This is an optimization exercise on Yosys and OpenROAD, whose aim is small area, a short achievable clock period and few clock cycles per item, not a production implementation.
At most, simulation tests tie the RTL to the original design; equivalence was not proved.
Only the layout flow was run in runs 1 and 2; the RTL was not checked for function there.

===== flow/design.v =====
module aes_dec_core (
    input  logic         clk,
    input  logic         rst,
    input  logic         start,
    input  logic [127:0] key,
    input  logic [127:0] ciphertext,
    input  logic         step_en,
    output logic         busy,
    output logic         done,
    output logic [127:0] plaintext
);
    function automatic logic [1:0] gf4_mul(input logic [1:0] a, input logic [1:0] b);
        logic t;
        t = a[1] & b[1];
        gf4_mul = {t ^ (a[1] & b[0]) ^ (a[0] & b[1]), t ^ (a[0] & b[0])};
    endfunction
    function automatic logic [3:0] gf16_mul(input logic [3:0] a, input logic [3:0] b);
        logic [1:0] t, u;
        t = gf4_mul(a[3:2], b[3:2]);
        u = gf4_mul(a[3:2] ^ a[1:0], b[3:2] ^ b[1:0]);
        gf16_mul = {u ^ gf4_mul(a[1:0], b[1:0]), {t[0] ^ t[1], t[1]} ^ gf4_mul(a[1:0], b[1:0])};
    endfunction
    function automatic logic [3:0] gf16_inv(input logic [3:0] a);
        case (a)
            4'h0: gf16_inv = 4'h0;
            4'h1: gf16_inv = 4'h1;
            4'h2: gf16_inv = 4'h3;
            4'h3: gf16_inv = 4'h2;
            4'h4: gf16_inv = 4'hf;
            4'h5: gf16_inv = 4'hc;
            4'h6: gf16_inv = 4'h9;
            4'h7: gf16_inv = 4'hb;
            4'h8: gf16_inv = 4'ha;
            4'h9: gf16_inv = 4'h6;
            4'ha: gf16_inv = 4'h8;
            4'hb: gf16_inv = 4'h7;
            4'hc: gf16_inv = 4'h5;
            4'hd: gf16_inv = 4'he;
            4'he: gf16_inv = 4'hd;
            4'hf: gf16_inv = 4'h4;
            default: gf16_inv = 4'h0;
        endcase
    endfunction
    function automatic logic [7:0] gf256_inv(input logic [7:0] a);
        logic [3:0] d;
        d = gf16_inv({a[4] ^ a[3], a[5] ^ a[2] ^ a[3], a[5] ^ a[7] ^ a[1] ^ a[2], a[4] ^ a[5] ^ a[6] ^ a[7] ^ a[0] ^ a[1] ^ a[3]} ^ gf16_mul(a[7:4], a[3:0]));
        gf256_inv = {gf16_mul(a[7:4], d), gf16_mul(a[7:4] ^ a[3:0], d)};
    endfunction
    function automatic logic [7:0] inv_sbox_a(input logic [7:0] x);
        inv_sbox_a = gf256_inv({x[1] ^ x[2] ^ x[6] ^ x[7], ~(x[0] ^ x[3]), x[3] ^ x[4] ^ x[5] ^ x[6], ~(x[1] ^ x[2] ^ x[7]), ~(x[5] ^ x[7]), x[1] ^ x[2] ^ x[6], x[2] ^ x[3] ^ x[5] ^ x[6], x[3]});
    endfunction
    function automatic logic [7:0] inv_sbox_b(input logic [7:0] t);
        inv_sbox_b = {t[1] ^ t[2] ^ t[5], t[2] ^ t[3] ^ t[6] ^ t[7], t[1] ^ t[2] ^ t[5] ^ t[7], t[1] ^ t[3] ^ t[4], t[1] ^ t[4] ^ t[6] ^ t[7], t[1] ^ t[4] ^ t[5], t[4] ^ t[6] ^ t[7], t[0] ^ t[1] ^ t[2] ^ t[4]};
    endfunction
    function automatic logic [7:0] sbox_a(input logic [7:0] x);
        sbox_a = gf256_inv({x[5] ^ x[7], x[1] ^ x[2] ^ x[3] ^ x[4] ^ x[5] ^ x[6], x[1] ^ x[4] ^ x[6] ^ x[7], x[2] ^ x[3] ^ x[4] ^ x[6] ^ x[7], x[1] ^ x[2] ^ x[6] ^ x[7], x[3] ^ x[4] ^ x[6], x[1] ^ x[3], x[0] ^ x[1] ^ x[2] ^ x[3] ^ x[7]});
    endfunction
    function automatic logic [7:0] sbox_b(input logic [7:0] t);
        sbox_b = {t[2] ^ t[7], ~(t[4] ^ t[7]), ~(t[2] ^ t[3] ^ t[7]), t[0] ^ t[2] ^ t[3] ^ t[4] ^ t[5], t[0], t[0] ^ t[1] ^ t[2] ^ t[3] ^ t[4], ~(t[0] ^ t[1] ^ t[3] ^ t[7]), ~(t[0] ^ t[6])};
    endfunction
    function automatic logic [7:0] xtime(input logic [7:0] x);
        xtime = {x[6:0], 1'b0} ^ (x[7] ? 8'h1b : 8'h00);
    endfunction
    function automatic logic [7:0] inv_xtime(input logic [7:0] x);
        inv_xtime = x[0] ? {1'b1, x[7:1] ^ 7'h0d} : {1'b0, x[7:1]};
    endfunction
    function automatic logic [31:0] inv_mix_col(input logic [31:0] col);
        logic [7:0] a0, a1, a2, a3, b0, b1, b2, b3, u, v, t;
        a0 = col[31:24];
        a1 = col[23:16];
        a2 = col[15:8];
        a3 = col[7:0];
        u  = xtime(xtime(a0 ^ a2));
        v  = xtime(xtime(a1 ^ a3));
        b0 = a0 ^ u;
        b1 = a1 ^ v;
        b2 = a2 ^ u;
        b3 = a3 ^ v;
        t  = b0 ^ b1 ^ b2 ^ b3;
        inv_mix_col = {b0 ^ t ^ xtime(b0 ^ b1), b1 ^ t ^ xtime(b1 ^ b2),
                       b2 ^ t ^ xtime(b2 ^ b3), b3 ^ t ^ xtime(b3 ^ b0)};
    endfunction
    function automatic logic [127:0] inv_mix(input logic [127:0] s);
        inv_mix = {inv_mix_col(s[127:96]), inv_mix_col(s[95:64]),
                   inv_mix_col(s[63:32]), inv_mix_col(s[31:0])};
    endfunction
    function automatic logic [127:0] round_a(input logic [127:0] s);
        logic [127:0] o;
        logic [3:0]   dst;
        logic [3:0]   src;
        o = '0;
        for (int i = 0; i < 16; i++) begin
            dst = 4'(i);
            src = {dst[3:2] - dst[1:0], dst[1:0]};
            o[127 - 8*i -: 8] = inv_sbox_a(s[127 - 8*int'(src) -: 8]);
        end
        round_a = o;
    endfunction
    function automatic logic [127:0] round_b(input logic [127:0] p);
        logic [127:0] o;
        o = '0;
        for (int i = 0; i < 16; i++) o[127 - 8*i -: 8] = inv_sbox_b(p[127 - 8*i -: 8]);
        round_b = o;
    endfunction
    function automatic logic [31:0] key_a(input logic [31:0] w);
        key_a = {sbox_a(w[23:16]), sbox_a(w[15:8]), sbox_a(w[7:0]), sbox_a(w[31:24])};
    endfunction
    function automatic logic [31:0] key_b(input logic [31:0] m);
        key_b = {sbox_b(m[31:24]), sbox_b(m[23:16]), sbox_b(m[15:8]), sbox_b(m[7:0])};
    endfunction
    logic [127:0] s_r, p_r, ra_r, rb_r;
    logic [31:0]  m_r;
    logic         a_act_r, b_act_r;
    logic [7:0]   a_rc_r, b_rc_r;
    logic [127:0] k10c_r;          
    logic [127:0] k0c_r;           
    logic         kv_r;
    logic [127:0] pt_r;
    logic         busy_r, done_r;
    logic         x_act_r;         
    logic         x_rdy_r;         
    logic         x_half_r;        
    logic [127:0] x_ct_r;
    logic [127:0] x_k_r;
    logic [31:0]  x_m_r;
    logic [7:0]   x_rc_r;
    logic [127:0] kdec, z, x_next, ld_src;
    logic [31:0]  x_sub;
    logic         fin, afree, hit, accept, direct, mv, to_x, load;
    assign kdec = {rb_r[127:96] ^ key_b(m_r) ^ {b_rc_r, 24'h0}, rb_r[127:96] ^ rb_r[95:64],
                   rb_r[95:64] ^ rb_r[63:32], rb_r[63:32] ^ rb_r[31:0]};
    assign z    = round_b(p_r) ^ kdec;
    assign fin  = b_act_r && (b_rc_r == 8'h01);
    assign afree = !b_act_r || fin;
    assign x_sub = key_b(x_m_r);
    always_comb begin
        x_next[127:96] = x_k_r[127:96] ^ x_sub ^ {x_rc_r, 24'h0};
        x_next[95:64]  = x_k_r[95:64] ^ x_next[127:96];
        x_next[63:32]  = x_k_r[63:32] ^ x_next[95:64];
        x_next[31:0]   = x_k_r[31:0] ^ x_next[63:32];
    end
    assign hit    = kv_r && (key == k0c_r);
    assign accept = start && !busy_r;
    assign direct = accept && hit && step_en && afree;
    assign to_x   = accept && !direct;
    assign mv     = x_act_r && x_rdy_r && step_en && afree;
    assign load   = direct || mv;
    assign ld_src = mv ? x_ct_r : ciphertext;
    always_ff @(posedge clk) begin
        if (rst) begin
            a_act_r <= 1'b0;
            b_act_r <= 1'b0;
            x_act_r <= 1'b0;
            kv_r    <= 1'b0;
            busy_r  <= 1'b0;
            done_r  <= 1'b0;
        end else begin
            done_r <= step_en && fin;
            if (step_en) begin
                b_act_r <= a_act_r;
                a_act_r <= load || (b_act_r && !fin);
            end
            if (to_x) begin
                x_act_r <= 1'b1;
                kv_r    <= hit;
            end else if (mv) begin
                x_act_r <= 1'b0;
            end else if (x_act_r && !x_rdy_r && step_en && x_half_r && x_rc_r == 8'h36) begin
                kv_r    <= 1'b1;
            end
            busy_r <= to_x || (x_act_r && !mv);
        end
        if (step_en) begin
            p_r    <= round_a(s_r);
            rb_r   <= ra_r;
            m_r    <= key_a(ra_r[31:0] ^ ra_r[63:32]);
            b_rc_r <= a_rc_r;
            if (load) begin
                s_r    <= ld_src ^ k10c_r;
                ra_r   <= k10c_r;
                a_rc_r <= 8'h36;
            end else begin
                s_r    <= inv_mix(z);
                ra_r   <= kdec;
                a_rc_r <= inv_xtime(b_rc_r);
            end
            if (fin) pt_r <= z;
        end
        if (to_x) begin
            x_rdy_r  <= hit;
            x_half_r <= 1'b0;
            x_ct_r   <= ciphertext;
            x_k_r    <= key;
            x_rc_r   <= 8'h01;
            k0c_r    <= key;
        end else if (x_act_r && !x_rdy_r && step_en) begin
            x_half_r <= !x_half_r;
            if (x_half_r) begin
                x_k_r  <= x_next;
                x_rc_r <= xtime(x_rc_r);
                if (x_rc_r == 8'h36) begin
                    x_rdy_r <= 1'b1;
                    k10c_r  <= x_next;
                end
            end
        end
        if (step_en) x_m_r <= key_a(x_k_r[31:0]);
    end
    assign busy      = busy_r;
    assign done      = done_r;
    assign plaintext = pt_r;
endmodule

===== flow/flow/run.sh =====
#!/bin/bash
# Standard ORFS layout, with the synthesis technology mapping done by the ABC
# script in flow/abc_speed.script (area-oriented mapping, then sizing).
set -euo pipefail
cd "$(dirname "${BASH_SOURCE[0]}")/.."
W=$PWD
rm -rf "$W/scripts_own"
cp -r "$FLOW_HOME/scripts" "$W/scripts_own"
cp "$W/flow/abc_speed.script" "$W/scripts_own/abc_speed.script"
bash standard.sh SCRIPTS_DIR="$W/scripts_own" finish > "$W/standard_flow.log" 2>&1

===== flow/flow/abc_speed.script =====
&get -n
&st
&dch -f
&nf
&put
topo
stime -c
buffer -c
upsize -c
dnsize -c

===== flow/standard.sh =====
#!/bin/bash
# synth_recipe.tcl (not shown) runs the flow's synth.tcl, then flattens the netlist and writes it again
# the make line also repeats each setting of config.mk as NAME=value (left out here)
make -C /OpenROAD-flow-scripts/flow DESIGN_CONFIG=/design/flow/config.mk WORK_HOME=/design/flow/orfs CLKGATE_MAP_FILE= SYNTH_SCRIPT=/design/flow/synth_recipe.tcl "${@:-finish}"

===== flow/config.mk =====
export PLATFORM = sky130hd
export DESIGN_NAME = aes_dec_core
export DESIGN_NICKNAME = aes_dec_core
export VERILOG_FILES = /design/flow/design.v
export SDC_FILE = /design/flow/constraint.sdc
export NUM_CORES = 4
export LEC_CHECK = 0
export CAP_MARGIN = 20
export CELL_PAD_IN_SITES_DETAIL_PLACEMENT = 1
export CELL_PAD_IN_SITES_GLOBAL_PLACEMENT = 2
export CORE_MARGIN = 2
export CORE_UTILIZATION = 30
export PLACE_DENSITY = 0.5
export SETUP_SLACK_MARGIN = 2.5
export SLEW_MARGIN = 20

===== flow/constraint.sdc =====
create_clock -name core_clock -period 8.0 [get_ports {clk}]
set_input_delay 1.6000 -clock core_clock [delete_from_list [all_inputs] [get_ports {clk}]]
set_output_delay 1.6000 -clock core_clock [all_outputs]
set_load 0.01 [all_outputs]

==> summary.md, run 1 <==
| Metric | Value |
|---|---|
| Outcome | `finished clean` |
| Syn_nets | `7785` |
| Gpl congestion | `0.842` |
| Pre-antenna DRT Iters | `5` |
| Vias in the first global route | `56400` |
| Area of the multi-input gates | `0.0461 sq mm` |
| Vias per cell | `4.65` |
| Synth area leaders | `edfxtp_1, xnor2_1, xor2_1` |
| Hpwl dp | `258000 um` |
| Syn Inst Count | `7292` |
| Port Buffers | `389` |
| Antenna violations before repair | `17` |
| Area Overhead vs Synth | `17.8%` |
| Post-CTS Hold Buffers | `0` |
| Total Neg Setup Slack | `0 ps` |
| Most frequent cell after synthesis | `xnor2_1` |
| Core area | `0.279 sq mm` |
| Number of synthesized register bits | `1248` |
| Slew @ Worst Pin | `1270 ps` |
| Clock Skew | `53.8 ps` |
| Total routed wirelength | `315000 um` |
| Worst path required time | `8570 ps` |
| YS warnings | `1` |
| Nets | `8331` |
| CP Max Fanout | `128` |
| Post-Synth XOR/XNOR Area | `33.6%` |
| Starting Density | `30.1%` |
| Main combinational cell family by area after synthesis | `XOR/XNOR gates` |
| CTS tree | `done` |
| Critical path type | `input pin to register` |
| Slew Limit Headroom | `14.9%` |
| RSZ-0062 raised after global routing | `yes` |
| Syn Std Cell Area | `0.0842 sq mm` |
| Bufs on Longest Clock Path | `4` |
| Achievable Freq | `190 MHz` |
| Syn_area_per_cell | `11.6 sq um` |
| Hold WS | `395 ps` |
| Post-synthesis cell type count | `71` |
| Antenna-violating nets left | `0` |
| Largest net degree at the start of global routing | `166` |
| Final Hold Viols | `0` |
| Total CTS buffers | `164` |
| Die Height | `534 um` |
| Via count | `54400` |
| Final setup viols | `0` |
| Die area | `0.285 sq mm` |
| Worst setup SP type | `input pin` |
| Largest area contributor in the netlist | `edfxtp_1` |
| Share of cells above drive strength 1 | `8.78%` |
| Post-Synth Adder-Cell Area | `3.46%` |
| Total gr overflow | `0` |
| Ports | `390` |
| Critical path endpoint category | `register` |
| Worst Setup SP | `key[46]` |
| Simple-gate share of the synthesized area | `6.21%` |
| Fin crit share | `65.7%` |
| Mux contribution to synthesized area | `5.66%` |
| Die width | `534 um` |
| Worst Hold Class | `register to register` |
| Avg WL per Cell | `26.9 um` |
| Final min period | `5260 ps` |
| First-pass GRT wire length | `437000 um` |
| CTS clk-pin slew, worst paths | `60 ps` |
| CP endpoint | `x_k_r[2]` |
| Max Cap Viol | `0` |
| Total GRT Usage | `21.6%` |
| Utilization after layout | `35.5%` |
| Seq/Total Area, Yosys | `44.3%` |
| Most frequent cells after synthesis | `xnor2_1, edfxtp_1, xor2_1` |
| Ys flop type | `edfxtp_1` |
| Row Count | `194` |
| R2R setup slack | `2830 ps` |
| Filler instances | `30000` |
| Synth async-reset ratio | `0%` |
| CTS Sinks | `1248` |
| Post-synth EDFFs | `1233` |
| Worst r2r path cells | `18` |
| Worst-Skew Late Latency | `850 ps` |
| Register area | `0.0373 sq mm` |
| Drt drc | `0` |
| Iteration-0 DRC Markers | `3703` |
| Synth top area share | `44.0%` |
| Fin. max-slew vios | `0` |
| Synth Area in Compound Gates | `4.75%` |
| Clock root cell | `clkbuf_16` |
| Worst Path Arrival | `5820 ps` |
| Reg2reg end | `p_r[75]` |
| # H-tree levels | `4` |
| Critical R2R Launch | `s_r[10]` |
[area by class of cell]
type / count / area share (%)
clock buffer: 197 / 4.29
clock inverter: 100 / 0.904
timing repair buffer: 490 / 4.82
sequential: 1248 / 37.6
antenna: 8 / 0.0202
tap: 3724 / 4.69
inverter: 327 / 1.24
multi-input combinational: 5607 / 46.4
[metal layers]
metal | vias up | wire [um] | part of all wire, % | track usage (%)
met2 | 954 | 145000 | 46 | 35.1
li1 | 25700 | - | - | -
met3 | 231 | 11600 | 3.7 | 2.36
met5 | - | 13 | 0.0041 | 0
met1 | 27500 | 152000 | 48 | 31.1
met4 | 2 | 6060 | 1.9 | 4.30
[cells by family after synthesis]
kind of cell | after synthesis
flip-flops | 1248
AO/OA/AOI/OAI | 703
XOR/XNOR | 2972
buffers and inverters | 437
multiplexers | 447
adder cells (fa/ha/maj) | 233
AND/OR/NAND/NOR | 1252
[per-stage QoR]
| step | worst slack [ps] | instances | instance area (sq um) |
|---|---|---|---|
| after floorplan | 1050 | 7292 | 84300 |
| after global placement | 1360 | 11400 | 93300 |
| after detailed placement | 1510 | 11400 | 93300 |
| after CTS | 2500 | 11700 | 98600 |
| after global routing | 2420 | 11700 | 99200 |
| final | 2740 | 11700 | 99300 |
[worst max-delay path: stages]
cell,delay [ps]
clkdlybuf4s50_1,520
xnor2_1,140
nand2_1,80
a2111oi_1,440
nand4_1,190
a2111oi_2,230
nand3b_1,220
nor4_1,230
nand4_1,360
nor2_4,270
nor2_4,80
buf_4,360
buf_12,350
mux2_2,440
[state kept, by name, indices dropped and copies added, names as in the netlist, 32 cells and up]
signal	cells
k10c_r	128
p_r	128
x_ct_r	128
m_r	32
s_r	128
x_m_r	32
rb_r	128
k0c_r	128
x_k_r	128
pt_r	128
ra_r	128
[worst min path at each step]
| stage | start | endpoint | depth (start not counted) | slack, ps |
|---|---|---|---|---|
| global placement | ra_r[108] | rb_r[108] | 0 | 400 |
| CTS | ra_r[76] | rb_r[76] | 0 | 390 |
| finish | a_rc_r[0] | b_rc_r[0] | 0 | 390 |
| global route | ra_r[76] | rb_r[76] | 0 | 410 |
| floorplan | a_rc_r[0] | b_rc_r[0] | 0 | 400 |
| detailed placement | ra_r[108] | rb_r[108] | 0 | 410 |
[cells in the final DEF (no fill, tap or decap), types with 22 or more instances in the layout]
master / n
xor2_1: 895
xor3_1: 22
nand2b_1: 54
nor2_1: 549
mux2_2: 129
and2_1: 22
o22ai_1: 28
nor2b_1: 68
o21ai_0: 249
clkbuf_1: 31
nand2_1: 482
xnor2_2: 91
edfxtp_1: 1233
inv_1: 323
clkbuf_16: 165
xnor2_1: 1815
mux2i_1: 285
xor2_2: 46
buf_4: 91
a21oi_1: 281
clkinv_2: 27
ha_1: 233
clkinv_1: 37
clkdlybuf4s50_1: 388
xnor3_1: 89
[timing repair]
item,4_1_cts,5_1_grt
pin swaps,0,3
buffers inserted,2,12
gates resized for setup,26,82
setup endpoints to repair,82,124
==> inputs of run 2 (changes only) <==
--- a/flow/config.mk
+++ b/flow/config.mk
@@ -12,4 +12,4 @@
 export CORE_UTILIZATION = 30
 export PLACE_DENSITY = 0.5
-export SETUP_SLACK_MARGIN = 2.5
+export SETUP_SLACK_MARGIN = 3.2
 export SLEW_MARGIN = 20
==> run 2 against run 1 <==
Net effect:
- clock skew is 3.8 ps lower
- global-route usage rose by 0.54 points
- design area grew 6.5%
- routed wire length up 3.9%
- sequential cell count stayed put
==> summary.md, run 2 <==
| Metric | Value |
|---|---|
| Syn_nets | `7785 (unchanged)` |
| Syn Inst Count | `7292 (unchanged)` |
| Fin crit share | `59.3% (-6.4 points)` |
| Worst Hold Class | `register to register` |
| Clock root cell | `clkbuf_16` |
| Drt drc | `0 (unchanged)` |
| Final Hold Viols | `0 (unchanged)` |
| Max Cap Viol | `0 (unchanged)` |
| Row Count | `194 (unchanged)` |
| Largest net degree at the start of global routing | `149 (-10%)` |
| Slew Limit Headroom | `19.7% (+4.8 points)` |
| Gpl congestion | `0.865 (+2.7%)` |
| Utilization after layout | `37.8% (+2.3 points)` |
| Port Buffers | `389 (unchanged)` |
| Number of synthesized register bits | `1248 (unchanged)` |
| Post-synth EDFFs | `1233 (unchanged)` |
| Die area | `0.285 sq mm (unchanged)` |
| Synth top area share | `44.0% (unchanged)` |
| Starting Density | `30.1% (unchanged)` |
| Total CTS buffers | `165 (+0.61%)` |
| Critical R2R Launch | `x_k_r[14]` |
| Post-layout instance area | `0.106 sq mm (+6.5%)` |
| Worst setup SP type | `register` |
| CP Max Fanout | `6 (-95%)` |
| Die Height | `534 um (unchanged)` |
| Synth area leaders | `edfxtp_1, xnor2_1, xor2_1` |
| Die width | `534 um (unchanged)` |
| Commonest non-fill, non-tap cell in the layout | `xnor2_1` |
| Vias per cell | `4.66 (+0.20%)` |
| Final setup viols | `0 (unchanged)` |
| Total Neg Setup Slack | `0 ps (unchanged)` |
| Hpwl dp | `257000 um (-0.50%)` |
| Total GRT Usage | `22.2% (+0.54 points)` |
| Via count | `56000 (+2.9%)` |
| Core area | `0.279 sq mm (unchanged)` |
| Antenna violations before repair | `24 (+7)` |
| Post-CTS Hold Buffers | `0 (unchanged)` |
| Syn_area_per_cell | `11.6 sq um (unchanged)` |
| CTS tree | `done` |
| # H-tree levels | `4 (unchanged)` |
| Ports | `390 (unchanged)` |
| Hold WS | `410 ps (+14.8 ps)` |
| Final min period | `4740 ps (-515 ps)` |
| Post-synthesis cell type count | `71 (unchanged)` |
| Area Overhead vs Synth | `25.5%` |
| Fin. max-slew vios | `0 (unchanged)` |
| Total routed wirelength | `327000 um (+3.9%)` |
| Most frequent cells after synthesis | `xnor2_1, edfxtp_1, xor2_1` |
| Critical path type | `register to register` |
| Antenna-violating nets left | `0 (unchanged)` |
| YS warnings | `1 (unchanged)` |
| Achievable Freq | `211 MHz (+11%)` |
| Syn Std Cell Area | `0.0842 sq mm (unchanged)` |
| Avg WL per Cell | `27.2 um (+1.1%)` |
| CTS Sinks | `1248 (unchanged)` |
| Vias in the first global route | `57700 (+2.3%)` |
| Seq/Total Area, Yosys | `44.3% (unchanged)` |
| First-pass GRT wire length | `448000 um (+2.6%)` |
| Slew @ Worst Pin | `1200 ps (-75.6 ps)` |
| Synth async-reset ratio | `0% (unchanged)` |
| Worst-Skew Late Latency | `870 ps (+20 ps)` |
| Critical path endpoint category | `register` |
| Nets | `8656 (+3.9%)` |
| Pre-antenna DRT Iters | `5 (unchanged)` |
| Worst Path Arrival | `5370 ps (-450 ps)` |
| Most frequent cell after synthesis | `xnor2_1` |
| Worst path required time | `8630 ps (+60 ps)` |
| Hold_sp | `ra_r[105]` |
| RSZ-0062 raised after global routing | `yes` |
| Largest area contributor in the netlist | `edfxtp_1` |
| Iteration-0 DRC Markers | `3929 (+6.1%)` |
| Clock Skew | `49.9 ps (-3.85 ps)` |
| Most frequent cells in the layout | `xnor2_1, edfxtp_1, xor2_1` |
| Worst Setup SP | `x_k_r[14]` |
| CTS clk-pin slew, worst paths | `60 ps (about the same)` |
| Total gr overflow | `0 (unchanged)` |
| Dpl cell area | `0.0933 sq mm (about the same)` |
| Ys flop type | `edfxtp_1` |
| Bufs on Longest Clock Path | `4 (unchanged)` |
| Share of cells above drive strength 1 | `17.0% (+8.2 points)` |
| Outcome | `finished clean` |
-- run 2: changes by cell type in the layout (fill, tap and decap cells not counted), moves of 20 or more --
| cell | delta |
|---|---|
| xnor2_1 | -156 |
| ha_1 | -35 |
| xor2_4 | +39 |
| xnor2_4 | +32 |
| xor2_2 | +42 |
| xnor2_2 | +124 |
| ha_4 | +20 |
| mux2i_1 | -24 |
| xnor3_1 | -26 |
| xnor3_2 | +26 |
| xor2_1 | -81 |
| buf_4 | +287 |
-- run 2: layout make-up --
class	count	area, sq um
multi-input combinational	5607	49500
tap	3724	4660
clock buffer	201	4350
sequential	1248	37300
fill	29700	174000
clock inverter	92	798
timing repair buffer	814	7790
inverter	327	1230
antenna	8	20.0
-- run 2: critical path: stages, from the launching register on --
cell and delay [ps]:
edfxtp_1 420, buf_4 160, xnor3_2 440, xor2_4 260
inv_1 110, ha_1 280, xor2_2 210, xnor2_2 240
buf_4 150, xnor2_1 90, xnor2_2 450, mux4_2 720
xnor2_4 200, nand2_1 100, o21ai_0 80, mux2i_1 250
xor2_2 360
-- run 2: layer usage --
layer	vias to the layer above	GRT usage, %	routed length, um
met2	1003	36.0	152000
met1	28400	31.8	156000
met5	-	0	0
met3	265	2.27	12000
li1	26300	-	-
met4	0	4.49	7040
-- run 2: through the flow --
stage	cells	setup WS, ps
after floorplan	7292	1050
after detailed placement	11400	1190
after CTS	11800	3110
after global placement	11400	1020
final	12000	3260
after global routing	12000	3070
-- run 2: path summary, 6_finish.rpt --
check / depth (start not counted) / slack [ps] / end
hold reg to reg: 0 / 410 / rb_r[105]
setup / recovery: 16 / 3260 / x_m_r[19]
hold / removal: 0 / 410 / rb_r[105]
setup reg to reg: 16 / 3260 / x_m_r[19]
-- run 2: logic make-up (layout without fill, tap and decap cells) --
kind of cell	count (synthesis)	in the layout	synth area share (%)
adder cells (fa/ha/maj)	233	233	3.46
XOR/XNOR	2972	2972	33.6
multiplexers	447	447	5.66
AO/OA/AOI/OAI	703	703	4.75
AND/OR/NAND/NOR	1252	1252	6.21
flip-flops	1248	1248	44.3
other	0	8	0
buffers and inverters	437	1434	1.96
-- run 2: what timing repair did --
item / 4_1_cts / 5_1_grt
buffers inserted: 119 / 195
gates resized for setup: 329 / 329
pin swaps: 93 / 211
gates cloned: 5 / 10
endpoints found under the setup margin: 1094 / 839
==> inputs of run 3 (changes only) <==
--- a/flow/design.v
+++ b/flow/design.v
@@ -113,7 +113,6 @@
     logic         a_act_r, b_act_r;
     logic [7:0]   a_rc_r, b_rc_r;
-    logic [127:0] k10c_r;          
     logic [127:0] k0c_r;           
-    logic         kv_r;
+    logic         kv_r;            
     logic [127:0] pt_r;
     logic         busy_r, done_r;
@@ -122,5 +121,5 @@
     logic         x_half_r;        
     logic [127:0] x_ct_r;
-    logic [127:0] x_k_r;
+    logic [127:0] x_k_r;           
     logic [31:0]  x_m_r;
     logic [7:0]   x_rc_r;
@@ -177,6 +176,6 @@
             b_rc_r <= a_rc_r;
             if (load) begin
-                s_r    <= ld_src ^ k10c_r;
-                ra_r   <= k10c_r;
+                s_r    <= ld_src ^ x_k_r;
+                ra_r   <= x_k_r;
                 a_rc_r <= 8'h36;
             end else begin
@@ -187,9 +186,9 @@
             if (fin) pt_r <= z;
         end
+        if (to_x && !hit) x_k_r <= key;
         if (to_x) begin
             x_rdy_r  <= hit;
             x_half_r <= 1'b0;
             x_ct_r   <= ciphertext;
-            x_k_r    <= key;
             x_rc_r   <= 8'h01;
             k0c_r    <= key;
@@ -199,8 +198,5 @@
                 x_k_r  <= x_next;
                 x_rc_r <= xtime(x_rc_r);
-                if (x_rc_r == 8'h36) begin
-                    x_rdy_r <= 1'b1;
-                    k10c_r  <= x_next;
-                end
+                if (x_rc_r == 8'h36) x_rdy_r <= 1'b1;
             end
         end
--- a/flow/config.mk
+++ b/flow/config.mk
@@ -12,4 +12,4 @@
 export CORE_UTILIZATION = 30
 export PLACE_DENSITY = 0.5
-export SETUP_SLACK_MARGIN = 3.2
+export SETUP_SLACK_MARGIN = 3.8
 export SLEW_MARGIN = 20
==> run 3 against run 2 <==
Net effect:
- sequential share of layout area fell by 8.7 points
- area after synthesis fell by 4.6%
- non-clock buffer count increased by 721
- setup slack improved by 230 ps
- via count is 9.3% higher
- clock skew is 3.1 ps lower
- critical path type unchanged
==> summary.md, run 3 <==
| Metric | Value |
|---|---|
| Antenna violations before repair | `27 (+13%)` |
| YS warnings | `1 (unchanged)` |
| Worst r2r path cells | `17 (+1)` |
| Commonest non-fill, non-tap cell in the layout | `xnor2_1` |
| CP Max Fanout | `5 (-1)` |
| Filler instances | `27500 (-7.4%)` |
| Post-layout instance area | `0.122 sq mm (+15%)` |
| CTS tree | `done` |
| Placement Setup Slack | `933 ps (-255 ps)` |
| Total Neg Setup Slack | `0 ps (unchanged)` |
| Total CTS buffers | `155 (-6.1%)` |
| Clock root cell | `clkbuf_16` |
| Total gr overflow | `0 (unchanged)` |
| Vias in the first global route | `62700 (+8.6%)` |
| Hold WS | `411 ps (+1.32 ps)` |
| Critical Path Most Common Cell | `xnor2_2` |
| Ys flop type | `edfxtp_1` |
| RSZ-0062 raised after global routing | `yes` |
| Die Height | `522 um (-2.3%)` |
| CP max stage cell | `mux4_2` |
| Post-synthesis cell type count | `76 (+7.0%)` |
| Slew @ Worst Pin | `1190 ps (-9.43 ps)` |
| First-pass GRT wire length | `499000 um (+11%)` |
| Synth async-reset ratio | `0% (unchanged)` |
| Achievable Freq | `222 MHz (+5.2%)` |
| Slowest cell delay on critical path | `610 ps (-110 ps)` |
| Clock Skew | `46.8 ps (-3.10 ps)` |
| Seq/Total Area, Yosys | `40.1% (-4.2 points)` |
| Area of the multi-input gates | `0.0616 sq mm (+24%)` |
| Port Buffers | `389 (unchanged)` |
| Slew Limit Headroom | `18.6% (-1.1 points)` |
| Pre-antenna DRT Iters | `5 (unchanged)` |
| CTS clk-pin slew, worst paths | `60 ps (about the same)` |
| Total GRT Usage | `26.2% (+4.0 points)` |
| Utilization after layout | `45.5% (+7.7 points)` |
| Critical R2R Launch | `ra_r[27]` |
| R2R setup slack | `3490 ps (+230 ps)` |
| Critical path endpoint category | `register` |
| Syn Std Cell Area | `0.0804 sq mm (-4.6%)` |
| Bufs on Longest Clock Path | `3 (-1)` |
| Max Cap Viol | `0 (unchanged)` |
| Worst path required time | `8600 ps (-30 ps)` |
| Nets | `9514 (+9.9%)` |
| Final min period | `4510 ps (-232 ps)` |
| PnR worst setup slack | `3490 ps (+232 ps)` |
| Worst Hold Class | `register to register` |
| # H-tree levels | `4 (unchanged)` |
| Outcome | `finished clean` |
| Syn_nets | `7966 (+2.3%)` |
| Fin. max-slew vios | `0 (unchanged)` |
| Synth area leaders | `edfxtp_1, xnor2_1, xor2_1` |
| Dpl cell area | `0.0903 sq mm (-3.2%)` |
| Fin crit share | `56.4% (-2.9 points)` |
| Drt drc | `0 (unchanged)` |
| Largest area contributor in the netlist | `edfxtp_1` |
| Share of cells above drive strength 1 | `39.4% (+22 points)` |
| Most frequent cells in the layout | `xnor2_1, edfxtp_1, buf_4` |
| Synth top area share | `36.5% (-7.5 points)` |
| Antenna-violating nets left | `0 (unchanged)` |
| Avg WL per Cell | `29.4 um (+8.1%)` |
| CTS Sinks | `1120 (-10%)` |
| Ports | `390 (unchanged)` |
| Most frequent cell after synthesis | `xnor2_1` |
| Final cell count without fillers | `12700 (+5.8%)` |
| Number of synthesized register bits | `1120 (-10%)` |
| Gpl congestion | `0.838 (-3.0%)` |
| Die area | `0.272 sq mm (-4.5%)` |
| Register area | `0.0323 sq mm (-13%)` |
| Cell Count Post-Placement | `11400 (-0.19%)` |
| Worst setup SP type | `register` |
| Core area | `0.267 sq mm (-4.4%)` |
| Worst Path Arrival | `5110 ps (-260 ps)` |
| Hpwl dp | `272000 um (+6.0%)` |
| Most frequent cells after synthesis | `xnor2_1, edfxtp_1, xor2_1` |
| Critical path type | `register to register` |
| Area Overhead vs Synth | `51.3%` |
| Final setup viols | `0 (unchanged)` |
| Crit-path cells | `buf_6, xor2_4, xnor3_2, xnor2_4, inv_2, ha_2, xor2_2, xnor2_2, xnor2_2, xnor2_2, buf_6, ha_4, mux4_2, xnor2_4, nor2_2, xnor2_2, xnor2_2` |
| Reg2reg end | `m_r[7]` |
| Largest net degree at the start of global routing | `130 (-13%)` |
| Total routed wirelength | `374000 um (+14%)` |
| Final Hold Viols | `0 (unchanged)` |
| Starting Density | `30.1% (-0.070 points)` |
| Via count | `61200 (+9.3%)` |
| Hold_sp | `ra_r[78]` |
| Row Count | `190 (-2.1%)` |
| Worst hold stages | `0 (unchanged)` |
| Iteration-0 DRC Markers | `3528 (-10%)` |
| Post-synth EDFFs | `977 (-21%)` |
| Hold path endpoint | `rb_r[78]` |
| Vias per cell | `4.81 (+3.4%)` |
| Die width | `522 um (-2.3%)` |
| Worst-Skew Late Latency | `850 ps (-20 ps)` |
| Post-CTS Hold Buffers | `0 (unchanged)` |
| Syn_area_per_cell | `10.8 sq um (-6.9%)` |
| Syn Inst Count | `7473 (+2.5%)` |
[run 3: repair_timing]
action / in CTS / in global routing
gates cloned: 76 / 36
gates resized for setup: 1837 / 1484
endpoints found under the setup margin: 968 / 854
pin swaps: 600 / 572
buffers inserted: 654 / 283
[run 3: cells by family (layout without fill, tap and decap cells)]
logic type      Yosys count  after routing  synth area share [%]
xor+xnor               2979           2979                  35.3
mux                     422            422                  5.50
fa+ha+maj               233            233                  3.63
other cells               0             10                     0
simple gates           1444           1453                  7.51
flops                  1120           1120                  40.1
buf+inv                 475           2145                  2.26
compound gates          800            800                  5.69
[run 3: worst max path at each step]
stage,start,to,depth (start not counted)
2_1_floorplan,s_r[114],p_r[83],19
3_3_place_gp,key[44],x_k_r[64],14
3_5_place_dp,key[44],x_k_r[41],14
4_1_cts,ra_r[26],m_r[7],17
5_1_grt,ra_r[18],m_r[30],16
6_report,ra_r[27],m_r[7],17
[run 3: cell type report]
type | count | share of cell area, %
antenna | 10 | 0.0206
clock buffer | 205 | 3.45
clock inverter | 83 | 0.931
inverter | 322 | 1.06
multi-input combinational | 5887 | 50.7
sequential | 1120 | 26.6
tap | 3552 | 3.66
timing repair buffer | 1535 | 13.6
[run 3: metal layers]
metal | track usage (%) | routed length (um) | vias up
li1 | - | - | 28100
met2 | 43.6 | 179000 | 1120
met4 | 5.55 | 9370 | 0
met1 | 36.7 | 173000 | 31600
met5 | 0 | 0 | -
met3 | 2.40 | 12700 | 305
[run 3: worst max-delay path: cells and delay by family (launching register included)]
kind | cells | cell delay, ps
xor gates and xnor gates | 10 | 2380
adders and majority gates | 2 | 440
muxes | 1 | 610
buffers and inverters | 3 | 350
DFF | 1 | 380
and+or+nand+nor | 1 | 90
Testbench counts of run 3, summed over its fixed seeds: cycles 6,396, blocks 560.
==> inputs of run 4 (changes only) <==
--- a/flow/config.mk
+++ b/flow/config.mk
@@ -12,4 +12,4 @@
 export CORE_UTILIZATION = 30
 export PLACE_DENSITY = 0.5
-export SETUP_SLACK_MARGIN = 3.8
+export SETUP_SLACK_MARGIN = 3.5
 export SLEW_MARGIN = 20
==> run 4 against run 3 <==
Net effect:
- still clean on timing, DRC and antenna
- design area is 12% lower
- setup slack got worse by 28 ps
- synthesized cell count unchanged
- sequential share of layout area rose by 3.7 points
- non-clock buffer count down 478
- global-route usage is 1.6 points lower
- die area stayed put
- via count fell by 5.0%
- register-to-register slack got worse by 30 ps
- core utilization is 5.6 points lower
==> summary.md, run 4 <==
| Metric | Value |
|---|---|
| Outcome | `finished clean` |
| Worst setup SP type | `register` |
| YS warnings | `1 (unchanged)` |
| RSZ-0062 raised after global routing | `yes` |
| Worst Path Arrival | `5120 ps (about the same)` |
| Starting Density | `30.1% (unchanged)` |
| Post-synth EDFFs | `977 (unchanged)` |
| Drt drc | `0 (unchanged)` |
| CTS clk-pin slew, worst paths | `60 ps (about the same)` |
| Utilization after layout | `39.9% (-5.6 points)` |
| Syn Inst Count | `7473 (unchanged)` |
| Worst Hold Class | `register to register` |
| Ports | `390 (unchanged)` |
| Share of cells above drive strength 1 | `23.2% (-16 points)` |
| Total gr overflow | `0 (unchanged)` |
| Avg WL per Cell | `28.2 um (-4.0%)` |
| Largest area contributor in the netlist | `edfxtp_1` |
| Synth area leaders | `edfxtp_1, xnor2_1, xor2_1` |
| Total CTS buffers | `149 (-3.9%)` |
| Critical path endpoint category | `register` |
| Row Count | `190 (unchanged)` |
| Number of synthesized register bits | `1120 (unchanged)` |
| Seq/Total Area, Yosys | `40.1% (unchanged)` |
| Most frequent cell after synthesis | `xnor2_1` |
| Final Hold Viols | `0 (unchanged)` |
| Clock Skew | `34.4 ps (-12.5 ps)` |
| Die width | `522 um (unchanged)` |
| # H-tree levels | `4 (unchanged)` |
| Port Buffers | `389 (unchanged)` |
| Slew @ Worst Pin | `1350 ps (+159 ps)` |
| Die Height | `522 um (unchanged)` |
| Filler instances | `28500 (+3.6%)` |
| Iteration-0 DRC Markers | `3644 (+3.3%)` |
| Total GRT Usage | `24.6% (-1.6 points)` |
| First-pass GRT wire length | `470000 um (-5.8%)` |
| Synth async-reset ratio | `0% (unchanged)` |
| Hold_sp | `ra_r[123]` |
| Commonest non-fill, non-tap cell in the layout | `xnor2_1` |
| Bufs on Longest Clock Path | `3 (unchanged)` |
| Most frequent cells after synthesis | `xnor2_1, edfxtp_1, xor2_1` |
| Die area | `0.272 sq mm (unchanged)` |
| Hpwl dp | `268000 um (-1.8%)` |
| Total Neg Setup Slack | `0 ps (unchanged)` |
| Clock root cell | `clkbuf_16` |
| Via count | `58100 (-5.0%)` |
| Worst hold stages | `0 (unchanged)` |
| CTS Sinks | `1120 (unchanged)` |
| Ys flop type | `edfxtp_1` |
| Final setup viols | `0 (unchanged)` |
| Worst path required time | `8590 ps (about the same)` |
| Area of the multi-input gates | `0.0538 sq mm (-13%)` |
| Nets | `9023 (-5.2%)` |
| Max Cap Viol | `0 (unchanged)` |
| Gpl congestion | `0.832 (-0.78%)` |
| CP Max Fanout | `5 (unchanged)` |
| Syn_nets | `7966 (unchanged)` |
| Vias in the first global route | `59600 (-4.9%)` |
| Total routed wirelength | `345000 um (-7.8%)` |
| Fin. max-slew vios | `0 (unchanged)` |
| Post-CTS Hold Buffers | `0 (unchanged)` |
| Post-synthesis cell type count | `76 (unchanged)` |
| Antenna violations before repair | `38 (+41%)` |
| R2R setup slack | `3460 ps (-30 ps)` |
| Worst-Skew Late Latency | `820 ps (-30 ps)` |
| Hold WS | `402 ps (-9.13 ps)` |
| Critical path type | `register to register` |
| CTS tree | `done` |
| Antenna-violating nets left | `0 (unchanged)` |
| Final min period | `4540 ps (+27.8 ps)` |
| Fin crit share | `56.7% (+0.35 points)` |
| Register area | `0.0323 sq mm (about the same)` |
| Worst r2r path cells | `17 (unchanged)` |
| Syn_area_per_cell | `10.8 sq um (unchanged)` |
| Area Overhead vs Synth | `32.8%` |
| Achievable Freq | `220 MHz (-0.61%)` |
| Slew Limit Headroom | `9.66% (-9.0 points)` |
| Largest net degree at the start of global routing | `170 (+31%)` |
| Reg2reg end | `m_r[31]` |
| Most frequent cells in the layout | `xnor2_1, edfxtp_1, xor2_1` |
| Hold path endpoint | `rb_r[123]` |
| Pre-antenna DRT Iters | `5 (unchanged)` |
| Synth top area share | `36.5% (unchanged)` |
| Critical R2R Launch | `ra_r[55]` |
| Core area | `0.267 sq mm (unchanged)` |
| Syn Std Cell Area | `0.0804 sq mm (unchanged)` |
| Vias per cell | `4.76 (-1.2%)` |
-- run 4: cell counts after synthesis --
No cell type changed its count.
-- run 4: how the worst max path moves through the flow --
stage,start,to
after CTS,key[9],x_k_r[102]
after detailed placement,key[61],x_k_r[26]
final,ra_r[55],m_r[31]
after floorplan,s_r[33],p_r[67]
after global routing,ra_r[54],m_r[30]
after global placement,key[27],x_k_r[26]
-- run 4: metrics by stage --
stage | setup WS, ps | cell area, sq um | instances
after floorplan | 3500 | 80500 | 7473
after global placement | 1440 | 89100 | 11300
after detailed placement | 1530 | 89100 | 11300
after CTS | 3400 | 101000 | 11900
after global routing | 3340 | 107000 | 12200
final | 3460 | 107000 | 12200
-- run 4: kinds of logic after synthesis --
group	synth area share, %
muxes	5.50
DFF	40.1
buffers and inverters	2.26
adders and majority gates	3.63
AOI/OAI and AO/OA	5.69
xor gates and xnor gates	35.3
and+or+nand+nor	7.51
-- run 4: final cells by class --
cell class	count	share of cell area, %
multi-input cells	5880	50.4
flip-flops and latches	1120	30.3
repair buffers	1057	9.42
well taps	3552	4.16
clock buffers	196	3.71
inverters	322	1.15
clock inverters	83	0.851
diodes	7	0.0164
-- run 4: timing repair --
item | CTS | global route
endpoints found under the setup margin | 850 | 760
pin swaps | 265 | 370
gates cloned | 16 | 5
gates resized for setup | 684 | 653
setup buffers | 294 | 272
-- run 4: routing by layer --
layer,up-vias,routed length [um],GRT usage (%)
met2,1026,164000,40.6
met3,262,11400,2.40
met1,29700,162000,34.8
met5,-,0,0
met4,0,7500,5.10
li1,27100,-,-
-- run 4: worst max-delay path: stages, from the launching register on --
cell      delay [ps]
edfxtp_1         470
xnor2_4          320
buf_12           170
xnor2_4          120
xor3_2           460
inv_2            120
buf_4            110
buf_4             90
buf_4             90
nand2_1           80
xnor2_2          200
xnor2_2          310
ha_1             330
mux4_2           620
xor2_4           230
nand2b_1          90
xnor2_1          160
xnor2_2          360
==> inputs of run 5 (changes only) <==
--- a/flow/config.mk
+++ b/flow/config.mk
@@ -12,4 +12,4 @@
 export CORE_UTILIZATION = 30
 export PLACE_DENSITY = 0.5
-export SETUP_SLACK_MARGIN = 3.5
+export SETUP_SLACK_MARGIN = 3.2
 export SLEW_MARGIN = 20
==> run 5 against run 4 <==
Net effect:
- core utilization is 2.1 points lower
- non-clock buffer count is 268 lower
- critical path depth is 5 lower
- setup slack worse by 130 ps
- design area is 5.3% lower
- worst hold slack worse by 12 ps
- final cell count is 2.2% lower
- synthesized cell count stayed put
- via count is 1.8% lower
- critical path type is now input pin to register
- highest routed layer is now met5
==> summary.md, run 5 <==
| Metric | Value |
|---|---|
| Synth top area share | `36.5% (unchanged)` |
| Critical path type | `input pin to register` |
| Critical Path Most Common Cell | `nand4_1` |
| Seq/Total Area, Yosys | `40.1% (unchanged)` |
| Die width | `522 um (unchanged)` |
| Worst path required time | `8410 ps (-180 ps)` |
| CTS tree | `done` |
| Via count | `57100 (-1.8%)` |
| Total Neg Setup Slack | `0 ps (unchanged)` |
| Fin. max-slew vios | `0 (unchanged)` |
| # H-tree levels | `4 (unchanged)` |
| Total GRT Usage | `24.6% (about the same)` |
| Port Buffers | `389 (unchanged)` |
| Final Hold Viols | `0 (unchanged)` |
| Fin crit share | `58.3% (+1.6 points)` |
| Nets | `8759 (-2.9%)` |
| Worst hold stages | `0 (unchanged)` |
| Pre-antenna DRT Iters | `5 (unchanged)` |
| CP Max Fanout | `59 (+54)` |
| Critical R2R Launch | `ra_r[20]` |
| CP max stage cell | `clkdlybuf4s50_1` |
| Max Cap Viol | `0 (unchanged)` |
| Critical path endpoint category | `register` |
| Number of synthesized register bits | `1120 (unchanged)` |
| First-pass GRT wire length | `469000 um (-0.22%)` |
| RSZ-0062 raised after global routing | `yes` |
| Die Height | `522 um (unchanged)` |
| Largest net degree at the start of global routing | `149 (-12%)` |
| Iteration-0 DRC Markers | `3544 (-2.7%)` |
| Worst setup SP type | `input pin` |
| YS warnings | `1 (unchanged)` |
| Vias in the first global route | `58700 (-1.5%)` |
| Post-synth EDFFs | `977 (unchanged)` |
| Syn Inst Count | `7473 (unchanged)` |
| Starting Density | `30.1% (unchanged)` |
| Vias per cell | `4.78 (+0.42%)` |
| Die area | `0.272 sq mm (unchanged)` |
| Ys flop type | `edfxtp_1` |
| Synth async-reset ratio | `0% (unchanged)` |
| Antenna-violating nets left | `0 (unchanged)` |
| Final min period | `4660 ps (+127 ps)` |
| Hpwl dp | `270000 um (+0.80%)` |
| Synth area leaders | `edfxtp_1, xnor2_1, xor2_1` |
| Outcome | `finished clean` |
| Clock root cell | `clkbuf_16` |
| Slew @ Worst Pin | `1230 ps (-118 ps)` |
| CTS Sinks | `1120 (unchanged)` |
| Reg2reg end | `m_r[31]` |
| Gpl congestion | `0.871 (+4.7%)` |
| Syn Std Cell Area | `0.0804 sq mm (unchanged)` |
| Total gr overflow | `0 (unchanged)` |
| Worst Path Arrival | `5080 ps (-40 ps)` |
| Ports | `390 (unchanged)` |
| Share of cells above drive strength 1 | `15.6% (-7.6 points)` |
| R2R setup slack | `3350 ps (-110 ps)` |
| Achievable Freq | `214 MHz (-2.7%)` |
| PnR worst setup slack | `3340 ps (-127 ps)` |
| Core area | `0.267 sq mm (unchanged)` |
| Bufs on Longest Clock Path | `4 (+1)` |
| Drt drc | `0 (unchanged)` |
| CTS clk-pin slew, worst paths | `60 ps (about the same)` |
| Worst Hold Class | `register to register` |
| Commonest non-fill, non-tap cell in the layout | `xnor2_1` |
| Worst-Skew Late Latency | `870 ps (+50 ps)` |
| Worst r2r path cells | `16 (-1)` |
| Total CTS buffers | `151 (+1.3%)` |
| Placement Setup Slack | `829 ps (-703 ps)` |
| Most frequent cells after synthesis | `xnor2_1, edfxtp_1, xor2_1` |
| Clock Skew | `62.4 ps (+28.0 ps)` |
| Antenna violations before repair | `29 (-24%)` |
| Most frequent cell after synthesis | `xnor2_1` |
| Final setup viols | `0 (unchanged)` |
| Syn_nets | `7966 (unchanged)` |
| CP endpoint | `x_ct_r[59]` |
| Row Count | `190 (unchanged)` |
| Slew Limit Headroom | `17.9% (+8.3 points)` |
| Slowest cell delay on critical path | `690 ps (+70 ps)` |
| Worst Setup SP | `key[104]` |
| Largest area contributor in the netlist | `edfxtp_1` |
| Crit-path cells | `clkdlybuf4s50_1, xnor2_1, nand2_1, a2111oi_1, nand4_1, nor4_2, nand4_1, nor2_4, buf_4, nor2b_4, buf_12, buf_16` |
| Most frequent cells in the layout | `xnor2_1, edfxtp_1, xor2_1` |
| Area Overhead vs Synth | `25.7%` |
| Syn_area_per_cell | `10.8 sq um (unchanged)` |
| Avg WL per Cell | `28.8 um (+2.0%)` |
| Post-synthesis cell type count | `76 (unchanged)` |
| Total routed wirelength | `344000 um (-0.30%)` |
-- run 5: final cells by class --
class	count	area (sq um)
antenna	8	20.0
clock buffer	201	4170
clock inverter	71	803
fill	28900	166000
inverter	322	1210
multi-input combinational	5882	50300
sequential	1120	32300
tap	3552	4440
timing repair buffer	789	7790
-- run 5: how the worst min path moves through the flow --
stage | slack [ps] | end | startpoint
finish | 390 | rb_r[119] | ra_r[119]
global route | 410 | rb_r[119] | ra_r[119]
CTS | 390 | rb_r[119] | ra_r[119]
detailed placement | 410 | rb_r[89] | ra_r[89]
global placement | 400 | rb_r[109] | ra_r[109]
floorplan | 400 | b_rc_r[0] | a_rc_r[0]
-- run 5: metal layers --
layer / vias up / share of wire [%] / track usage (%)
li1: 26600 / - / -
met1: 29100 / 47 / 34.4
met2: 1076 / 47 / 40.7
met3: 286 / 3.4 / 2.01
met4: 2 / 2.9 / 6.72
met5: - / 0.0038 / 0
-- run 5: cells by family (layout without fill, tap and decap cells) --
family                     after synthesis  in the layout  synth area share, %
and+or+nand+nor                       1444           1448                 7.51
DFF                                   1120           1120                 40.1
muxes                                  422            422                 5.50
buffers and inverters                  475           1383                 2.26
AOI/OAI and AO/OA                      800            800                 5.69
adders and majority gates              233            233                 3.63
other                                    0              8                    0
xor gates and xnor gates              2979           2979                 35.3
-- run 5: critical path: cells and delay by family --
family,cells,cell delay [ps]
XOR/XNOR,1,170
buffers and inverters,4,1270
AND/OR/NAND/NOR,6,1320
AO/OA/AOI/OAI,1,440
-- run 5: repair_timing --
action | in CTS | in global routing
gates resized for setup | 408 | 316
hold buffers | 0 | 0
setup buffers | 89 | 164
setup endpoints to repair | 850 | 764
hold endpoints to repair | 0 | 0
cloned | 20 | 6
pin swaps | 81 | 162
-- run 5: metrics by stage --
step | hold slack [ps] | instance area (sq um) | util (%) | instances
final | 390 | 101000 | 37.8 | 11900
after global routing | 410 | 101000 | 37.8 | 11900
after CTS | 386 | 97700 | 36.6 | 11800
after detailed placement | 405 | 89300 | 33.4 | 11400
after global placement | 400 | 89300 | 33.4 | 11400
after floorplan | 400 | 80400 | - | 7473
==> inputs of run 6 (changes only) <==
==> flow/flow/abc_speed.script (replaced) <==
&get -n
&st
&dch -f
&nf
&put
==> run 6 against run 5 <==
Net effect:
- fmax shrank 3.8%
- clock-buffer cell count up 18
- register-to-register slack got worse by 200 ps
==> summary.md, run 6 <==
| Metric | Value |
|---|---|
| Synth top area share | `37.1% (+0.61 points)` |
| Number of synthesized register bits | `1120 (unchanged)` |
| Seq/Total Area, Yosys | `40.7% (+0.67 points)` |
| Die area | `0.268 sq mm (-1.6%)` |
| CP Max Fanout | `6 (-90%)` |
| Achievable Freq | `206 MHz (-3.8%)` |
| Post-synthesis cell type count | `51 (-33%)` |
| Syn Inst Count | `7320 (-2.0%)` |
| Worst setup SP type | `register` |
| Cell Count Post-Placement | `11300 (-0.41%)` |
| Drt drc | `0 (unchanged)` |
| Most frequent cell after synthesis | `xnor2_1` |
| Largest net degree at the start of global routing | `138 (-7.4%)` |
| RSZ-0062 raised after global routing | `yes` |
| Ys flop type | `edfxtp_1` |
| Worst Path Arrival | `5520 ps (+440 ps)` |
| CTS clk-pin slew, worst paths | `60 ps (about the same)` |
| Slew Limit Headroom | `14.7% (-3.2 points)` |
| Via count | `57000 (-0.20%)` |
| Bufs on Longest Clock Path | `4 (unchanged)` |
| Max Cap Viol | `0 (unchanged)` |
| Synth area leaders | `edfxtp_1, xnor2_1, xor2_1` |
| Filler instances | `28200 (-2.5%)` |
| # H-tree levels | `4 (unchanged)` |
| Worst Hold Class | `register to register` |
| Die width | `517 um (-0.82%)` |
| Starting Density | `30.1% (+0.061 points)` |
| YS warnings | `1 (unchanged)` |
| CTS tree | `done` |
| Die Height | `517 um (-0.82%)` |
| Gpl congestion | `0.846 (-2.8%)` |
| Outcome | `finished clean` |
| Clock Skew | `71.0 ps (+8.57 ps)` |
| Critical path type | `register to register` |
| Clock root cell | `clkbuf_16` |
| Worst path required time | `8670 ps (+260 ps)` |
| Largest area contributor in the netlist | `edfxtp_1` |
| Most frequent cells after synthesis | `xnor2_1, edfxtp_1, xor2_1` |
| Port Buffers | `389 (unchanged)` |
| Final setup viols | `0 (unchanged)` |
| Total CTS buffers | `157 (+4.0%)` |
| Hpwl dp | `260000 um (-3.7%)` |
| Fin crit share | `60.6% (+2.3 points)` |
| Final cell count without fillers | `12000 (+0.54%)` |
| Syn Std Cell Area | `0.0790 sq mm (-1.6%)` |
| Slew @ Worst Pin | `1270 ps (+43.1 ps)` |
| Total routed wirelength | `334000 um (-2.9%)` |
| Core area | `0.262 sq mm (-1.8%)` |
| Share of cells above drive strength 1 | `17.0% (+1.4 points)` |
| Row Count | `188 (-1.1%)` |
| First-pass GRT wire length | `462000 um (-1.5%)` |
| Syn_nets | `7813 (-1.9%)` |
| Avg WL per Cell | `27.8 um (-3.5%)` |
| Vias per cell | `4.74 (-0.73%)` |
| Syn_area_per_cell | `10.8 sq um (+0.41%)` |
| Area Overhead vs Synth | `29.3%` |
| CTS Sinks | `1120 (unchanged)` |
| Nets | `8853 (+1.1%)` |
| Critical path endpoint category | `register` |
| Vias in the first global route | `59400 (+1.2%)` |
| Commonest non-fill, non-tap cell in the layout | `xnor2_1` |
| Worst-Skew Late Latency | `860 ps (about the same)` |
| Synth async-reset ratio | `0% (unchanged)` |
| Total GRT Usage | `24.5% (-0.14 points)` |
| Final Hold Viols | `0 (unchanged)` |
| Ports | `390 (unchanged)` |
| Utilization after layout | `39.0% (+1.2 points)` |
| Post-synth EDFFs | `977 (unchanged)` |
| Iteration-0 DRC Markers | `3424 (-3.4%)` |
| Final min period | `4850 ps (+186 ps)` |
| Total gr overflow | `0 (unchanged)` |
| Most frequent cells in the layout | `xnor2_1, edfxtp_1, xor2_1` |
| Antenna violations before repair | `30 (+3.4%)` |
| Fin. max-slew vios | `0 (unchanged)` |
| Antenna-violating nets left | `0 (unchanged)` |
| Pre-antenna DRT Iters | `5 (unchanged)` |
run 6: what timing repair did:
item / in CTS / in global routing
resized for setup: 582 / 362
cloned: 14 / 0
hold buffers: 0 / 0
buffers inserted: 185 / 180
pin swaps: 158 / 213
setup endpoints to repair: 855 / 602
run 6: cell families after synthesis:
kind of cell | Yosys count | synth area share, %
xor gates and xnor gates | 2979 | 35.2
and+or+nand+nor | 1444 | 7.61
DFF | 1120 | 40.7
AOI/OAI and AO/OA | 800 | 5.62
muxes | 422 | 5.57
buffers and inverters | 322 | 1.53
adders and majority gates | 233 | 3.69
run 6: area by class of cell:
cell class	count	area, sq um	share of cell area [%]
diodes	15	37.5	0.0367
clock buffers	219	4380	4.28
clock inverters	59	523	0.512
inverters	322	1280	1.25
multi-input cells	5878	51000	49.9
flip-flops and latches	1120	32300	31.6
well taps	3515	4400	4.30
repair buffers	881	8310	8.13
run 6: critical path, stage by stage, from the launching register on:
cell and delay [ps]:
edfxtp_1 450, xnor2_1 690, xor2_1 180, xnor2_1 670, xnor2_1 310, xor2_1 250
xnor2_1 740, xnor2_1 260, xnor2_1 890, nand2_1 120, o21ai_0 120
run 6: path summary, 6_finish.rpt:
check / from / to / slack [ps] / cells past startpoint
min: ra_r[100] / rb_r[100] / 390 / 0
max: rb_r[53] / s_r[7] / 3150 / 10
min reg2reg: ra_r[100] / rb_r[100] / 390 / 0
max reg2reg: rb_r[53] / s_r[7] / 3150 / 10
run 6: metal layers:
layer  up-vias  share of wire (%)  GRT usage [%]
met1     29000                 46           33.7
met5         -             0.0024              0
met4         2                2.3           5.66
met3       277                3.3           2.21
li1      26800                  -              -
met2       948                 48           41.4
run 6: metrics by stage:
| stage | setup TNS (ps) | hold WS [ps] | cell area [sq um] | setup slack [ps] |
|---|---|---|---|---|
| final | 0 | 389 | 102000 | 3150 |
| after global routing | 0 | 390 | 102000 | 3080 |
| after CTS | 0 | 388 | 98700 | 3180 |
| after detailed placement | 0 | 405 | 88600 | 751 |
| after global placement | 0 | 401 | 88600 | 710 |
| after floorplan | -296120 | 400 | 79100 | -3060 |
==> inputs of run 7 (changes only) <==
==> flow/flow/abc_speed.script (replaced) <==
&get -n
&st
&dch -f
&nf
&put
topo
stime -c
buffer -c
upsize -c
dnsize -c
--- a/flow/config.mk
+++ b/flow/config.mk
@@ -10,6 +10,6 @@
 export CELL_PAD_IN_SITES_GLOBAL_PLACEMENT = 2
 export CORE_MARGIN = 2
-export CORE_UTILIZATION = 30
-export PLACE_DENSITY = 0.5
+export CORE_UTILIZATION = 50
+export PLACE_DENSITY = 0.7
 export SETUP_SLACK_MARGIN = 3.2
 export SLEW_MARGIN = 20
==> run 7 against run 6 <==
Net effect:
- now fails the layout checks on capacitance limit, slew limit
- design area shrank 4.6%
- area after synthesis rose by 1.7%
- routed wire length decreased by 9.3%
- sequential share of layout area grew 1.5 points
- fmax decreased by 1.7%
- critical path depth rose by 4
- setup slack lost 84 ps
- worst hold slack improved by 12 ps
- critical path type is now input pin to register
==> summary.md, run 7 <==
| Metric | Value |
|---|---|
| Worst hold stages | `0 (unchanged)` |
| Syn_nets | `7966 (+2.0%)` |
| Hold path endpoint | `rb_r[122]` |
| Antenna-violating nets left | `0 (unchanged)` |
| Vias in the first global route | `59300 (-0.14%)` |
| Worst path required time | `8630 ps (-40 ps)` |
| Final Hold Viols | `0 (unchanged)` |
| Worst-Skew Late Latency | `790 ps (-70 ps)` |
| CTS clk-pin slew, worst paths | `60 ps (about the same)` |
| Fin. max-slew vios | `10 (+10)` |
| Commonest non-fill, non-tap cell in the layout | `xnor2_1` |
| Antenna violations before repair | `23 (-23%)` |
| Vias per cell | `5.73 (+21%)` |
| Share of cells above drive strength 1 | `13.9% (-3.1 points)` |
| Critical R2R Launch | `s_r[97]` |
| Critical path type | `input pin to register` |
| Pre-antenna DRT Iters | `6 (+1)` |
| Port Buffers | `389 (unchanged)` |
| Nets | `8688 (-1.9%)` |
| Ys flop type | `edfxtp_1` |
| Clock root cell | `clkbuf_16` |
| First-pass GRT wire length | `415000 um (-10%)` |
| Hpwl dp | `223000 um (-14%)` |
| Syn Inst Count | `7473 (+2.1%)` |
| Row Count | `147 (-22%)` |
| CP max stage cell | `mux2i_1` |
| Total GRT Usage | `35.1% (+11 points)` |
| # H-tree levels | `4 (unchanged)` |
| Most frequent cells in the layout | `xnor2_1, edfxtp_1, xor2_1` |
| Final setup viols | `0 (unchanged)` |
| Via count | `59700 (+4.7%)` |
| Max Cap Viol | `1 (+1)` |
| Die Height | `405 um (-22%)` |
| Number of synthesized register bits | `1120 (unchanged)` |
| Total Neg Setup Slack | `0 ps (unchanged)` |
| Worst Path Arrival | `5560 ps (+40 ps)` |
| Iteration-0 DRC Markers | `5899 (+72%)` |
| Crit-path cells | `dlygate4sd2_1, nor2b_1, a2111oi_4, nand4_1, nor2b_1, nand3b_1, nor4_2, nand4_1, buf_6, buf_4, nand2_8, buf_12, mux2i_1, o21ai_0` |
| Syn_area_per_cell | `10.8 sq um (-0.41%)` |
| Slowest cell delay on critical path | `730 ps (-160 ps)` |
| Total routed wirelength | `303000 um (-9.3%)` |
| Outcome | `failed layout checks` |
| RSZ-0062 raised after global routing | `yes` |
| R2R setup slack | `3200 ps (+50 ps)` |
| Drt drc | `0 (unchanged)` |
| Achievable Freq | `203 MHz (-1.7%)` |
| Post-synth EDFFs | `977 (unchanged)` |
| Core area | `0.160 sq mm (-39%)` |
| Bufs on Longest Clock Path | `3 (-1)` |
| Die area | `0.164 sq mm (-39%)` |
| Worst r2r path cells | `20 (+10)` |
| Starting Density | `50.2% (+20 points)` |
| CP Max Fanout | `8 (+2)` |
| Slew Limit Headroom | `-15.7% (-30 points)` |
| Post-synthesis cell type count | `76 (+49%)` |
| Gpl congestion | `0.935 (+11%)` |
| YS warnings | `1 (unchanged)` |
| Worst setup SP type | `input pin` |
| CTS tree | `done` |
| Syn Std Cell Area | `0.0804 sq mm (+1.7%)` |
| Ports | `390 (unchanged)` |
| Filler instances | `16500 (-41%)` |
| Die width | `405 um (-22%)` |
| Reg2reg end | `p_r[7]` |
| Area Overhead vs Synth | `21.2%` |
| Hold WS | `401 ps (+12.5 ps)` |
| Hold_sp | `ra_r[122]` |
| Synth async-reset ratio | `0% (unchanged)` |
| Synth top area share | `36.5% (-0.61 points)` |
| Synth area leaders | `edfxtp_1, xnor2_1, xor2_1` |
| Slew @ Worst Pin | `1730 ps (+459 ps)` |
| Seq/Total Area, Yosys | `40.1% (-0.67 points)` |
| Most frequent cell after synthesis | `xnor2_1` |
| Largest area contributor in the netlist | `edfxtp_1` |
| Total CTS buffers | `133 (-15%)` |
| Final min period | `4930 ps (+83.7 ps)` |
| Largest net degree at the start of global routing | `160 (+16%)` |
| Avg WL per Cell | `29.1 um (+4.7%)` |
| Most frequent cells after synthesis | `xnor2_1, edfxtp_1, xor2_1` |
| Total gr overflow | `0 (unchanged)` |
| Clock Skew | `38.8 ps (-32.2 ps)` |
| Violated checks | `capacitance limit, slew limit` |
| Fin crit share | `61.7% (+1.0 points)` |
| Worst Hold Class | `register to register` |
| Critical path endpoint category | `register` |
| CTS Sinks | `1120 (unchanged)` |
==> run 7: cell count changes after synthesis, sizes merged <==
cell and delta:
and2b +2, buf +49, inv +321, clkinv -321, nor2b -2, clkbuf +104
==> run 7: timing repair <==
action                     in CTS  in global routing
buffers inserted               59                179
cloned                         21                 15
setup endpoints to repair     833                785
hold buffers                    0                  0
gates resized for setup       293                315
pin swaps                      54                166
==> run 7: cell type report <==
cell class	count	area, sq um	share of cell area [%]
multi-input cells	5885	49800	51.1
flip-flops and latches	1120	32300	33.1
repair buffers	733	7260	7.45
clock buffers	175	3610	3.70
well taps	2086	2610	2.68
inverters	322	1210	1.24
clock inverters	68	648	0.665
diodes	13	32.5	0.0334
==> run 7: worst max path at each step <==
| stage | start | endpoint | slack, ps | cells past startpoint |
|---|---|---|---|---|
| global route | ra_r[3] | m_r[15] | 3040 | 16 |
| floorplan | s_r[114] | p_r[83] | 3300 | 19 |
| CTS | s_r[98] | p_r[7] | 3140 | 18 |
| detailed placement | key[52] | x_k_r[50] | 1400 | 15 |
| global placement | key[38] | x_k_r[26] | 1580 | 16 |
| finish | key[49] | x_k_r[41] | 3070 | 14 |
==> run 7: critical path, delay by kind of cell <==
kind / cells / cell delay, ps
and+or+nand+nor: 7 / 1580
buffers and inverters: 4 / 1020
muxes: 1 / 730
AOI/OAI and AO/OA: 2 / 600
==> run 7: kinds of logic after synthesis <==
group	after synthesis	synth area share [%]
simple gates	1444	7.51
compound gates	800	5.69
mux	422	5.50
xor+xnor	2979	35.3
fa+ha+maj	233	3.63
flops	1120	40.1
buf+inv	475	2.26
==> run 7: stage by stage <==
step	utilization [%]	area, sq um	cells	worst slack (ps)
floorplan	-	80400	7473	3300
global placement	54.4	87100	9872	1580
detailed placement	54.4	87100	9872	1400
CTS	58.7	93900	10200	3140
global route	60.9	97400	10400	3040
finish	60.9	97400	10400	3070
==> run 7: metal layers <==
metal  global-route usage (%)  vias up  wire length (um)
met3                     5.34      490             22600
met5                        0        -                 0
met1                     48.9    30400            129000
li1                         -    26500                 -
met2                     54.7     2356            138000
met4                     14.0        0             13700

==> re-timing with driven ports <==
The results above use ideal ports. As a check the final layouts listed here were re-extracted and re-timed, cells and wires unchanged. Step 1 (the two cells are an assumption about what drives the block):
set clk [get_ports {clk}]
set_driving_cell -lib_cell sky130_fd_sc_hd__clkbuf_16 $clk
set_driving_cell -lib_cell sky130_fd_sc_hd__buf_2 [delete_from_list [all_inputs] $clk]
Step 2 times the ports against the registers' clock, not the clock port: input delays grow and output delays shrink by t, the midpoint of the rising clock arrivals with the driver on. Three values: ideal ports, drivers, drivers and shift; two values: the first two.
| run | t (ns) | slack for setup (ns) | pins driven straight from the clock port |
|---|---|---|---|
| run 1 | 0.930 | 2.745 / 2.824 / 1.894 | 1 |
| run 2 | 0.936 | 3.260 / 3.260 / 2.426 | 1 |
| run 3 | 0.926 | 3.492 / 3.492 / 2.717 | 1 |
| run 4 | 0.903 | 3.464 / 3.464 / 2.670 | 1 |
| run 5 | 0.931 | 3.337 / 3.348 / 2.444 | 1 |
| run 6 | 0.919 | 3.151 / 3.151 / 2.253 | 1 |
| run 7 | 0.867 | 3.067 / 3.138 / 2.272 | 1 |
The setup slack of run 6, which loses most, moves by 0.000 ns with the drivers and by -0.898 ns with both steps.
